Context: an optimization exercise on an open-source flow, tuned for small area, a short achievable clock period and few clock cycles per item. The choices shown serve that exercise and are no tape-out recipe.
Where RTL was checked, it was by simulation tests only, not by an equivalence proof against the original.

==> 03-06: inputs <==
// swept_box_collision_response_unit
module swept_box_collision_response_unit (
    input  wire         clk,
    input  wire         rst_n,
    input  wire         psel,
    input  wire         penable,
    input  wire         pwrite,
    input  wire  [2:0]  paddr,
    input  wire  [31:0] pwdata,
    output logic [31:0] prdata,
    output logic        pready,
    input  wire         in_valid,
    output logic        in_ready,
    input  wire  signed [23:0] own_left,
    input  wire  signed [23:0] own_top,
    input  wire  [22:0] own_width,
    input  wire  [22:0] own_height,
    input  wire  signed [23:0] own_speed_x,
    input  wire  signed [23:0] own_speed_y,
    input  wire  signed [23:0] other_left,
    input  wire  signed [23:0] other_top,
    input  wire  [22:0] other_width,
    input  wire  [22:0] other_height,
    input  wire  signed [23:0] other_speed_x,
    input  wire  signed [23:0] other_speed_y,
    output logic        out_valid,
    input  wire         out_ready,
    output logic signed [23:0] new_left,
    output logic signed [23:0] new_top,
    output logic        overlapped,
    output logic [3:0]  contact_flags
);
clock: 10.0 ns
lec_check: 0
cap_margin: 20
core_margin: 2
core_utilization: 40
setup_slack_margin: 5
slew_margin: 20
run.sh (not shown) runs the stock make flow with config.mk's settings and CLKGATE_MAP_FILE= SYNTH_SCRIPT=/design/flow/synth_recipe.tcl, a recipe that flattens the netlist after the stock synthesis.
==> inputs of 03-12, as changes to 03-06 <==
Settings changed: CORE_UTILIZATION 40 to 60.
==> notes <==
Between 03-06 and 03-12, the lower clock skew is in 03-12 (gap 0.0086 ns). In synthesized cell count, 03-12 and 03-06 do not differ. In 03-12 the design area is lower than in 03-06, by 1.4%. Of 03-12 and 03-06, 03-12 has the higher via count (gap about 0.6%, measured against 03-06).
Testbench counts of 03-06, summed over its fixed seeds: cycles 9,832, items 9,600.
Testbench counts of 03-12, summed over its fixed seeds: cycles 9,832, items 9,600.

* * *

==> run a: inputs <==
Another version of the RTL of swept_box_collision_response_unit (not shown whole).
==> flow/config.mk <==
export PLATFORM = sky130hd
export DESIGN_NAME = swept_box_collision_response_unit
export DESIGN_NICKNAME = swept_box_collision_response_unit
export VERILOG_FILES = /design/flow/design.v
export SDC_FILE = /design/flow/constraint.sdc
export NUM_CORES = 4
export LEC_CHECK = 0
export CAP_MARGIN = 20
export CORE_MARGIN = 2
export CORE_UTILIZATION = 60
export SLEW_MARGIN = 20
==> flow/constraint.sdc <==
create_clock -name core_clock -period 10.0 [get_ports {clk}]
set_input_delay 2.0000 -clock core_clock [delete_from_list [all_inputs] [get_ports {clk}]]
set_output_delay 2.0000 -clock core_clock [all_outputs]
set_load 0.01 [all_outputs]
standard.sh (not shown) runs the stock make flow with config.mk's settings and CLKGATE_MAP_FILE= SYNTH_SCRIPT=/design/flow/synth_recipe.tcl, a recipe that flattens the netlist after the stock synthesis.
==> flow/flow/run.sh <==
#!/bin/bash
# Standard layout (the standard.sh: standard synthesis, ORFS flow, same
# config) with a tighter setup repair target: SETUP_SLACK_MARGIN below is
# the slack, at the design's clock period, that ORFS's repair_timing aims for.
set -euo pipefail
MARGIN=$(cat flow/margin.txt)
sed -e "s|CLKGATE_MAP_FILE= |CLKGATE_MAP_FILE= SETUP_SLACK_MARGIN=${MARGIN} |" standard.sh > standard_margin.sh
bash standard_margin.sh > standard_margin.log 2>&1
==> flow/flow/margin.txt <==
5.4
==> run b: changes against run a <==
==> flow/run.sh (new file) <==
#!/bin/bash
# synth_recipe.tcl (not shown) runs the flow's synth.tcl, then flattens the netlist and writes it again
# the make line also repeats each setting of config.mk as NAME=value (left out here)
make -C /OpenROAD-flow-scripts/flow DESIGN_CONFIG=/design/flow/config.mk WORK_HOME=/design/flow/orfs CLKGATE_MAP_FILE= SYNTH_SCRIPT=/design/flow/synth_recipe.tcl finish
SETUP_SLACK_MARGIN = 5   (was not set)
removed: flow/flow/run.sh
removed: flow/flow/margin.txt
removed: flow/standard.sh
==> comparison table <==
metric	run b	run a
Global-route wire length before repair	844 mm	853 mm
Fillers	32388	32174
CP Capture Point	m1_cx[27]	ax[0][3]
Flip-flop and latch share of the layout cell area	0.500	0.497
GR Util met2	0.405	0.408
Post-detailed-routing wire length	527 mm	539 mm
Timing-limited maximum frequency	204 MHz	215 MHz
Area delta synth->final	10.9%	11.6%
CP peak stage delay	0.78 ns	0.54 ns
Final WS setup	5.11 ns	5.36 ns
Outcome	no timing/DRC/antenna violations	no timing/DRC/antenna violations
Number of violations reported at the end of detailed-routing iteration 0	9725	10010
Clk_skew	0.0570 ns	0.0578 ns
Worst Hold Launch	fl[2][1]	ol[18][18]
Post-layout net count	24783	24870
Average wire length per cell after detail routing	19.1 um	19.5 um
Worst max-slew margin expressed relative to the limit	0.216	0.225
Hold EP	fl[3][1]	ol[19][18]
Clock Pin Slew Worst Setup and Hold Paths	0.06 ns	0.07 ns
Diode insertion count for antenna repair	10	13
No functional check of the RTL was part of any run of this note.

==> afterwards: timing with drivers on the ports <==
No port has a modelled driver above. Below, the same layouts with a new extraction and two added sets of constraints. Step 1 assumes that a clkbuf_16 drives the clock port and a buf_2 every other input. Step 2, shift: input delay + t, output delay - t, t = (earliest + latest rising clock arrival at the registers) / 2. This alone moves slack from input paths to output paths. a / b / c = no drivers / after step 1 / after step 2; a / b = the first two.
| run | shift t [ns] | slack for setup (ns) | worst setup path after step 2 | latest minus earliest clock arrival (ns) | pins driven straight from the clock port |
|---|---|---|---|---|---|
| 03-06 | 1.155 | 4.881 / 4.881 / 4.082 | input to register | 0.065 / 0.064 | 1 |
| 03-12 | 1.128 | 5.064 / 5.064 / 4.118 | input to register | 0.054 / 0.054 | 1 |
| run a | 1.116 | 5.357 / 5.357 / 4.441 | input to register | 0.070 / 0.070 | 1 |
| run b | 1.115 | 5.107 / 5.012 / 4.118 | input to register | 0.069 / 0.070 | 1 |
After both steps every run listed still meets setup and hold. The setup slack of run b, which loses most, moves by -0.095 ns with the drivers and by -0.989 ns with both steps.
